Source: an optimization exercise on an open RTL-to-GDS flow (aim: small area and a short achievable clock period). Production flows keep margins and buffers that such runs may drop.
At most, simulation tests tie the RTL to the original design; equivalence was not proved.
Power figures rest on the tool's default switching activity, not on a simulated workload.

run 1:
==> flow/design.v <==
`timescale 1ns/100ps
module spiSdCard (
   input  logic sclk,
   input  logic rstn,
   input  logic ncs,
   input  logic mosi,
   output logic miso
);
   localparam int N = 256;
   localparam logic [3:0] sHunt    = 4'd0,
                          sDir     = 4'd1,
                          sFrame   = 4'd2,
                          sStart   = 4'd3,     
                          sResp    = 4'd4,     
                          sData    = 4'd5,
                          sCrc     = 4'd6,
                          sTokHunt = 4'd7,
                          sWrData  = 4'd8,
                          sWrCrc   = 4'd9,
                          sStartW  = 4'd10,    
                          sDrBusy  = 4'd11;    
   logic [3:0]             state;
   logic [10:0]            cnt;         
   logic [5:0]             idx;
   logic [6:0]             row1;        
   logic                   par;         
   logic [6:0]             row0;        
   logic                   a8;          
   logic                   fA;          
   logic                   fB;          
   logic                   appCmd;
   logic                   wasApp;      
   logic                   initDone;
   logic [7:0]             lenm1;       
   logic                   misoReg;
   logic [6:0]             shReg;
   logic                   act;
   logic [2:0]             bitc;
   logic [7:0]             byteIx;
   logic [2:0]             sIx;
   assign act    = !ncs;
   assign bitc   = cnt[2:0];
   assign byteIx = cnt[10:3];
   assign sIx    = cnt[5:3];
   assign miso   = misoReg | ncs;
   logic       hi;           
   logic       badLen;
   logic       outOfRange;
   logic       vhsOk;
   logic [8:0] endSum;
   logic [7:0] argLo;
   assign argLo      = {row1, par};
   assign hi         = fA | fB;
   assign endSum     = {1'b0, argLo} + {1'b0, lenm1};
   assign vhsOk      = !fB && a8;
   always_ff @(posedge sclk) begin
      badLen     <= hi | (a8 == (argLo != '0));
      outOfRange <= hi | a8 | endSum[8];
   end
   logic [7:0] r1Live;
   logic       ill, pe, ae;
   logic       kR7, kR3, kRd, wrOk;
   always_comb begin
      ill = 1'b0;
      pe  = 1'b0;
      ae  = 1'b0;
      if (wasApp)
         ill = (idx != 6'd41);
      else
         case (idx)
            6'd0, 6'd8, 6'd55, 6'd58: ;
            6'd16, 6'd17, 6'd24: begin
               if (!initDone)            ill = 1'b1;
               else if (idx == 6'd16)    pe  = badLen;
               else                      ae  = outOfRange;
            end
            default: ill = 1'b1;
         endcase
   end
   logic       rLong;        
   logic       lastQ;        
   always_ff @(posedge sclk) begin
      r1Live <= {1'b0, pe, ae, 2'b00, ill, 1'b0, !initDone};
      kR7    <= !wasApp && idx == 6'd8;
      kR3    <= !wasApp && idx == 6'd58;
      rLong  <= !wasApp && (idx == 6'd8 || idx == 6'd58);
      kRd    <= !wasApp && idx == 6'd17 && initDone && !outOfRange;
      wrOk   <= !wasApp && idx == 6'd24 && initDone && !outOfRange;
      lastQ  <= byteIx == lenm1;
   end
   logic [2:0]     ph;
   logic [2:0]     k;           
   logic [2:0]     k2;          
   logic [2:0]     kn;          
   logic [8*N-1:0] ring;
   logic [7:0]     g0, g1;
   logic [7:0]     g0d, g1d;
   logic           wOn0, wOn1;  
   logic           wOnI0, wOnI1;  
   logic           incW0, incW1;  
   logic [7:0]     mid0, mid1;
   logic           tq0, tq1;
   logic           wq0, wq1;    
   logic           wrLoad;
   logic           rdNext;
   logic [7:0]     wrByte;
   assign k  = ~ph;
   assign k2 = ~(ph - 3'd2);
   assign kn = ~(ph + 3'd1);
   always_ff @(posedge sclk)
      ph <= ph + 3'd1;
   for (genvar q = 0; q < N/2; q++) begin : gRow
      always_ff @(posedge sclk) begin
         ring[16*q +: 8]     <= {ring[16*q +: 7],
                                 (wOnI0 && row0 == 7'(q)) ? wq0 : ring[16*q + 7]};
         ring[16*q + 8 +: 8] <= {ring[16*q + 8 +: 7],
                                 (wOnI1 && row1 == 7'(q)) ? wq1 : ring[16*q + 15]};
      end
   end
   for (genvar g = 0; g < 8; g++) begin : gMid
      always_ff @(posedge sclk) begin
         mid0[g] <= ring[16*{g[2:0], row0[3:0]} + 7];
         mid1[g] <= ring[16*{g[2:0], row1[3:0]} + 15];
      end
   end
   assign wrByte = {shReg, mosi};
   assign wrLoad = rstn && act && state == sWrData && bitc == 3'd7;
   assign rdNext = rstn && act && state == sData && bitc == 3'd0;
   always_comb begin
      g0d = g0;
      g1d = g1;
      if (!wOn0) g0d[k2] = tq0;
      if (!wOn1) g1d[k2] = tq1;
      if (wrLoad && !par) g0d = wrByte;
      if (wrLoad &&  par) g1d = wrByte;
   end
   always_ff @(posedge sclk) begin
      tq0 <= mid0[row0[6:4]];
      tq1 <= mid1[row1[6:4]];
      g0  <= g0d;
      g1  <= g1d;
      wq0   <= g0[kn];
      wq1   <= g1[kn];
      wOnI0 <= wOn0;
      wOnI1 <= wOn1;
      incW0 <= wrLoad && !par && wOn0;
      incW1 <= wrLoad &&  par && wOn1;
      if (wrLoad) begin
         if (!par) wOn0 <= 1'b1;
         if (par)  wOn1 <= 1'b1;
      end else if (act && state == sDir) begin
         wOn0 <= 1'b0;
         wOn1 <= 1'b0;
      end
   end
   logic [7:0] curByte;
   always_comb begin
      curByte = 8'hFF;
      case (state)
         sResp:
            case (sIx)
               3'd1: curByte = r1Live;
               3'd2: curByte = kR3 ? 8'h80 : kR7 ? 8'h00 : 8'hFF;
               3'd3: curByte = kR3 ? 8'hFF : kR7 ? 8'h00 : 8'hFE;
               3'd4: curByte = kR3 ? 8'h80 : kR7 ? {7'b0, vhsOk} : 8'hFF;
               3'd5: curByte = kR3 ? 8'h00 : kR7 ? argLo : 8'hFF;
               default: ;
            endcase
         sData:   curByte = par ? g1 : g0;
         sCrc:    if (sIx[1] == 1'b0) curByte = 8'hAA;
         sDrBusy: if (sIx == 3'd0) curByte = 8'h05;
                  else if (sIx != 3'd5) curByte = 8'h00;
         default: ;
      endcase
   end
   logic decode;
   logic txOn;
   assign txOn   = state == sResp || state == sData || state == sCrc || state == sDrBusy;
   assign decode = act && state == sFrame && cnt[5:0] == 6'd46;
   always_ff @(posedge sclk) begin
      misoReg <= !rstn || !txOn || ((bitc == 3'd0) ? curByte[7] : shReg[6]);
      if (act)
         shReg <= (bitc == 3'd0 && state != sWrData) ? curByte[6:0] : {shReg[5:0], mosi};
   end
   always_ff @(posedge sclk) begin
      if (act)
         cnt <= cnt + 11'd1;
      if (act && state == sFrame) begin
         if (cnt < 11'd6)
            idx <= {idx[4:0], mosi};
         if (cnt < 11'd38)
            {a8, row1, par} <= {row1, par, mosi};
         if (cnt >= 11'd6 && cnt < 11'd26)
            fA <= fA | mosi;
         if (cnt >= 11'd26 && cnt < 11'd29)
            fB <= fB | mosi;
      end
      if (rdNext || wrLoad) begin
         par <= !par;
      end
      if ((rdNext && !par) || incW0) row0 <= row0 + 7'd1;
      if ((rdNext &&  par) || incW1) row1 <= row1 + 7'd1;
      if (state == sStart)
         row0 <= row1 + 7'(par);
      if (!rstn) begin
         state    <= sHunt;
         appCmd   <= 1'b0;
         initDone <= 1'b0;
         lenm1    <= 8'd255;
      end else begin
         case (state)
            sHunt:   if (act && !mosi) state <= sDir;
            sDir:    if (act && mosi) begin
                        state <= sFrame;
                        cnt   <= '0;
                        fA    <= 1'b0;
                        fB    <= 1'b0;
                     end
            sFrame:  if (decode) begin
                        state  <= sStart;
                        appCmd <= !appCmd && idx == 6'd55;
                        wasApp <= appCmd;
                        if (appCmd && idx == 6'd41)
                           initDone <= 1'b1;
                        if (!appCmd && idx == 6'd0)
                           initDone <= 1'b0;
                        if (!appCmd && idx == 6'd16 && initDone && !badLen)
                           lenm1 <= argLo - 8'd1;
                     end
            sStart:  begin
                        state <= sResp;
                        cnt   <= '0;
                     end
            sResp:   if (act) begin
                        if (kRd) begin
                           if (sIx == 3'd3 && bitc == 3'd7) begin
                              state <= sData;
                              cnt   <= '0;
                           end
                        end else if (bitc == 3'd0 && sIx == (rLong ? 3'd6 : 3'd2))
                           state <= wrOk ? sTokHunt : sHunt;
                     end
            sData:   if (act && bitc == 3'd7 && lastQ) begin
                        state <= sCrc;
                        cnt   <= '0;
                     end
            sCrc:    if (act && bitc == 3'd0 && sIx == 3'd2)
                        state <= sHunt;
            sTokHunt: if (act && !mosi) begin
                        state <= sWrData;
                        cnt   <= '0;
                     end
            sWrData: if (act && bitc == 3'd7 && lastQ) begin
                        state <= sWrCrc;
                        cnt   <= '0;
                     end
            sWrCrc:  if (act && cnt[3:0] == 4'd15)
                        state <= sStartW;
            sStartW: begin
                        state <= sDrBusy;
                        cnt   <= '0;
                     end
            sDrBusy: if (act && bitc == 3'd0 && sIx == 3'd5)
                        state <= sHunt;
            default: state <= sHunt;
         endcase
      end
   end
endmodule
export LEC_CHECK = 0
export CAP_MARGIN = 20
export CORE_MARGIN = 2
export CORE_UTILIZATION = 60
export CTS_BUF_LIST = sky130_fd_sc_hd__clkbuf_4 sky130_fd_sc_hd__clkbuf_8
export CTS_CLUSTER_DIAMETER = 80
export CTS_CLUSTER_SIZE = 16
export SETUP_SLACK_MARGIN = 1.6
export SLEW_MARGIN = 20
create_clock -name core_clock -period 4.0 [get_ports {sclk}]
run.sh (not shown) runs the stock make flow with config.mk's settings and CLKGATE_MAP_FILE= SYNTH_SCRIPT=/design/flow/synth_recipe.tcl, a recipe that flattens the netlist after the stock synthesis.
--- input diff run 1..run 2 ---
-- flow/design.v --
<<< run 1, line 78
         endcase
   end
   logic       rLong;        
   logic       lastQ;        
   always_ff @(posedge sclk) begin
      r1Live <= {1'b0, pe, ae, 2'b00, ill, 1'b0, !initDone};
      kR7    <= !wasApp && idx == 6'd8;
      kR3    <= !wasApp && idx == 6'd58;
      rLong  <= !wasApp && (idx == 6'd8 || idx == 6'd58);
      kRd    <= !wasApp && idx == 6'd17 && initDone && !outOfRange;
      wrOk   <= !wasApp && idx == 6'd24 && initDone && !outOfRange;
      lastQ  <= byteIx == lenm1;
   end
   logic [2:0]     ph;
   logic [2:0]     k;           
>>> run 2, line 78
         endcase
   end
   assign r1Live = {1'b0, pe, ae, 2'b00, ill, 1'b0, !initDone};
   assign kR7    = !wasApp && idx == 6'd8;
   assign kR3    = !wasApp && idx == 6'd58;
   assign kRd    = !wasApp && idx == 6'd17 && initDone && !outOfRange;
   assign wrOk   = !wasApp && idx == 6'd24 && initDone && !outOfRange;
   logic [2:0]     ph;
   logic [2:0]     k;           
<<< run 1, line 97
   logic [7:0]     g0d, g1d;
   logic           wOn0, wOn1;  
   logic           wOnI0, wOnI1;  
   logic           incW0, incW1;  
   logic [7:0]     mid0, mid1;
   logic           tq0, tq1;
>>> run 2, line 91
   logic [7:0]     g0d, g1d;
   logic           wOn0, wOn1;  
   logic [7:0]     mid0, mid1;
   logic           tq0, tq1;
<<< run 1, line 113
      always_ff @(posedge sclk) begin
         ring[16*q +: 8]     <= {ring[16*q +: 7],
                                 (wOnI0 && row0 == 7'(q)) ? wq0 : ring[16*q + 7]};
         ring[16*q + 8 +: 8] <= {ring[16*q + 8 +: 7],
                                 (wOnI1 && row1 == 7'(q)) ? wq1 : ring[16*q + 15]};
      end
   end
>>> run 2, line 105
      always_ff @(posedge sclk) begin
         ring[16*q +: 8]     <= {ring[16*q +: 7],
                                 (wOn0 && row0 == 7'(q)) ? wq0 : ring[16*q + 7]};
         ring[16*q + 8 +: 8] <= {ring[16*q + 8 +: 7],
                                 (wOn1 && row1 == 7'(q)) ? wq1 : ring[16*q + 15]};
      end
   end
<<< run 1, line 140
      g0  <= g0d;
      g1  <= g1d;
      wq0   <= g0[kn];
      wq1   <= g1[kn];
      wOnI0 <= wOn0;
      wOnI1 <= wOn1;
      incW0 <= wrLoad && !par && wOn0;
      incW1 <= wrLoad &&  par && wOn1;
      if (wrLoad) begin
         if (!par) wOn0 <= 1'b1;
>>> run 2, line 132
      g0  <= g0d;
      g1  <= g1d;
      wq0 <= g0d[kn];
      wq1 <= g1d[kn];
      if (wrLoad) begin
         if (!par) wOn0 <= 1'b1;
<<< run 1, line 198
      if (rdNext || wrLoad) begin
         par <= !par;
      end
      if ((rdNext && !par) || incW0) row0 <= row0 + 7'd1;
      if ((rdNext &&  par) || incW1) row1 <= row1 + 7'd1;
      if (state == sStart)
         row0 <= row1 + 7'(par);
>>> run 2, line 186
      if (rdNext || wrLoad) begin
         par <= !par;
         if (!par && (rdNext || wOn0)) row0 <= row0 + 7'd1;
         if ( par && (rdNext || wOn1)) row1 <= row1 + 7'd1;
      end
      if (state == sStart)
         row0 <= row1 + 7'(par);
<<< run 1, line 238
                              cnt   <= '0;
                           end
                        end else if (bitc == 3'd0 && sIx == (rLong ? 3'd6 : 3'd2))
                           state <= wrOk ? sTokHunt : sHunt;
                     end
            sData:   if (act && bitc == 3'd7 && lastQ) begin
                        state <= sCrc;
                        cnt   <= '0;
>>> run 2, line 226
                              cnt   <= '0;
                           end
                        end else if (bitc == 3'd0 && sIx == ((kR7 || kR3) ? 3'd6 : 3'd2))
                           state <= wrOk ? sTokHunt : sHunt;
                     end
            sData:   if (act && bitc == 3'd7 && byteIx == lenm1) begin
                        state <= sCrc;
                        cnt   <= '0;
<<< run 1, line 251
                        cnt   <= '0;
                     end
            sWrData: if (act && bitc == 3'd7 && lastQ) begin
                        state <= sWrCrc;
                        cnt   <= '0;
>>> run 2, line 239
                        cnt   <= '0;
                     end
            sWrData: if (act && bitc == 3'd7 && byteIx == lenm1) begin
                        state <= sWrCrc;
                        cnt   <= '0;
Notes after the runs:
- The lower relative contribution of the clock network to total power of run 2 and run 1 is in run 2.
- Run 2 improves on run 1 in worst clock skew.
- Run 1 → run 2: synthesized area moved down; post-detailed-routing wire length moved up; met2 capacity usage during global routing moved up; cell total after placement moved up.
For run 1, only the layout was checked, not whether the RTL still works.

[static timing again, ports no longer ideal]
In the flow no input, the clock included, has a driving cell. The finished layouts below were timed again as built, in two steps.
Step 1, drivers: a clkbuf_16 drives sclk and a buf_2 each remaining input, both assumed.
Step 2 also shifts input and output timing later by t, the mid clock arrival at the registers, as if the neighbouring blocks saw the same clock.
Three values: no drivers, after step 1, after step 2; two values: the first two.
run	t (ns)	setup slack, ns	worst hold slack (ns)	worst setup path at the end
run 1	0.881	1.477 / 1.477 / 0.945	0.287 / 0.287 / 0.287	input to register
run 2	0.895	1.493 / 1.493 / 0.781	0.311 / 0.311 / 0.311	input to register
After both steps setup and hold are still met in every run listed. For run 2, which loses most, drivers alone change the setup slack by 0.000 ns; drivers and shift together by -0.712 ns.
